This design comes from an exercise in tuning for small area and a short achievable clock period on the open sky130 flow, not from production work. The RTL was checked by simulation tests, not by an equivalence proof against the original design.

==> flow/design.v (excerpt) <==
module ram_2port_bist #(
    parameter int DATA_W = 8,
    parameter int ADDR_W = 8,
    parameter int RD_LAT = 1
) (
    input  logic              clk,
    input  logic              rst_n,
    input  logic              start,
    input  logic [1:0]        mode,
    input  logic              err_inj,
    output logic              busy,
    output logic              done,
    output logic              pass,
    output logic [ADDR_W:0]   err_cnt,
    output logic [ADDR_W-1:0] first_err_addr,
    input  logic              wr_en,
    input  logic [ADDR_W-1:0] wr_addr,
    input  logic [DATA_W-1:0] wr_data,
    input  logic [ADDR_W-1:0] rd_addr,
    output logic [DATA_W-1:0] rd_data
);
Size in the first run: about 2200 flip-flops, ~79000 um^2 of cells after synthesis.
clock: 6.5 ns
lec_check: 0
cap_margin: 20
core_margin: 2
core_utilization: 40
cts_buf_list: sky130_fd_sc_hd__clkbuf_8
cts_cluster_diameter: 50
cts_cluster_size: 12
setup_slack_margin: 3.6
slew_margin: 20
synth_hierarchical: 1
synth_minimum_keep_size: 0
standard.sh (not shown) runs the stock make flow with config.mk's settings and CLKGATE_MAP_FILE= SYNTH_SCRIPT=/design/flow/synth_recipe.tcl, a recipe that flattens the netlist after the stock synthesis.
==> flow/flow/run.sh <==
#!/bin/bash
# The standard layout, except that the port buffers are made from a plain
# buffer cell (buf_4) rather than the cell buffer_ports picks on its own,
# and timing repair may resize a cell to one of a different width (the
# platform otherwise keeps each cell's footprint when resizing).
# make's full output goes to flow.log here; each ORFS step also keeps its
# own log under orfs/logs/.
set -euo pipefail
export BUFFER_PORTS_ARGS="-buffer_cell sky130_fd_sc_hd__buf_4"
bash standard.sh MATCH_CELL_FOOTPRINT=0 finish > flow.log 2>&1
The baseline finished clean.
Next try:
==> flow/flow/run.sh (replaced) <==
#!/bin/bash
# The standard layout, except that the port buffers are made from a plain
# buffer cell (buf_4) rather than the cell buffer_ports picks on its own.
# make's full output goes to flow.log here; each ORFS step also keeps its
# own log under orfs/logs/.
set -euo pipefail
export BUFFER_PORTS_ARGS="-buffer_cell sky130_fd_sc_hd__buf_4"
bash standard.sh finish > flow.log 2>&1
--- a/flow/config.mk
+++ b/flow/config.mk
@@ -10,5 +10,5 @@
 export CORE_UTILIZATION = 40
-export CTS_BUF_LIST = sky130_fd_sc_hd__clkbuf_8
-export CTS_CLUSTER_DIAMETER = 50
-export CTS_CLUSTER_SIZE = 12
+export CTS_BUF_LIST = sky130_fd_sc_hd__clkbuf_16
+export CTS_CLUSTER_DIAMETER = 60
+export CTS_CLUSTER_SIZE = 24
 export SETUP_SLACK_MARGIN = 3.6
Die area is unchanged. Wire length goes down by 0.50%. Non-clock buffer count increases by 21. Worst setup slack is worse by 0.0033 ns. Register-to-register slack is about the same. Area after synthesis stays the same. Sequential share of layout area falls by 1.5 points. Cell area came out higher by 2.2%. First-iteration DRC count went up by 2.2%.
Next try:
==> flow/flow/run.sh (replaced) <==
#!/bin/bash
# The standard layout, except that the port buffers are made from a plain
# buffer cell (buf_4) rather than the cell buffer_ports picks on its own,
# and clock tree synthesis adds no dummy loads. make's full output goes to
# flow.log here; each ORFS step also keeps its own log under orfs/logs/.
set -euo pipefail
export BUFFER_PORTS_ARGS="-buffer_cell sky130_fd_sc_hd__buf_4"
export CTS_ARGS="-sink_clustering_enable -repair_clock_nets -sink_clustering_size 12 -sink_clustering_max_diameter 50 -buf_list sky130_fd_sc_hd__clkbuf_8 -dont_use_dummy_load"
bash standard.sh finish > flow.log 2>&1
--- a/flow/config.mk
+++ b/flow/config.mk
@@ -10,5 +10,5 @@
 export CORE_UTILIZATION = 40
-export CTS_BUF_LIST = sky130_fd_sc_hd__clkbuf_16
-export CTS_CLUSTER_DIAMETER = 60
-export CTS_CLUSTER_SIZE = 24
+export CTS_BUF_LIST = sky130_fd_sc_hd__clkbuf_8
+export CTS_CLUSTER_DIAMETER = 50
+export CTS_CLUSTER_SIZE = 12
 export SETUP_SLACK_MARGIN = 3.6
After rerunning:
- The new run went through all stages and came out clean
- cell count is about the same
- via count rose by 0.92%
- setup slack is better by 0.0083 ns
- cell area fell by about 2.3%

separate check: timing with driven ports:
No port has a modelled driver above. Below, the same layouts with a new extraction and two added sets of constraints. Step 1: set_driving_cell puts a clkbuf_16 on clk and a buf_2 on each other input, an assumption about the parent block. Step 2 also shifts input and output timing later by t, the mid clock arrival at the registers, as if the neighbouring blocks saw the same clock. Three values: ideal ports, drivers, drivers and shift; two values: the first two.
| run | t, ns | setup WS [ns] | hold slack, ns | worst slew at a driven data input, ns | pins driven straight from the clock port |
|---|---|---|---|---|---|
| the first run | 1.062 | 3.338 / 3.375 / 2.322 | 0.467 / 0.417 / 0.490 | 0.05 | 1 |
| the second run | 0.881 | 3.335 / 3.372 / 2.490 | 0.498 / 0.498 / 0.498 | 0.07 | 1 |
| the third run | 1.050 | 3.344 / 3.386 / 2.353 | 0.468 / 0.411 / 0.493 | 0.06 | 1 |
After both steps every run listed still meets setup and hold. The setup slack of the first run, which loses most, moves by +0.037 ns with the drivers and by -1.016 ns with both steps.
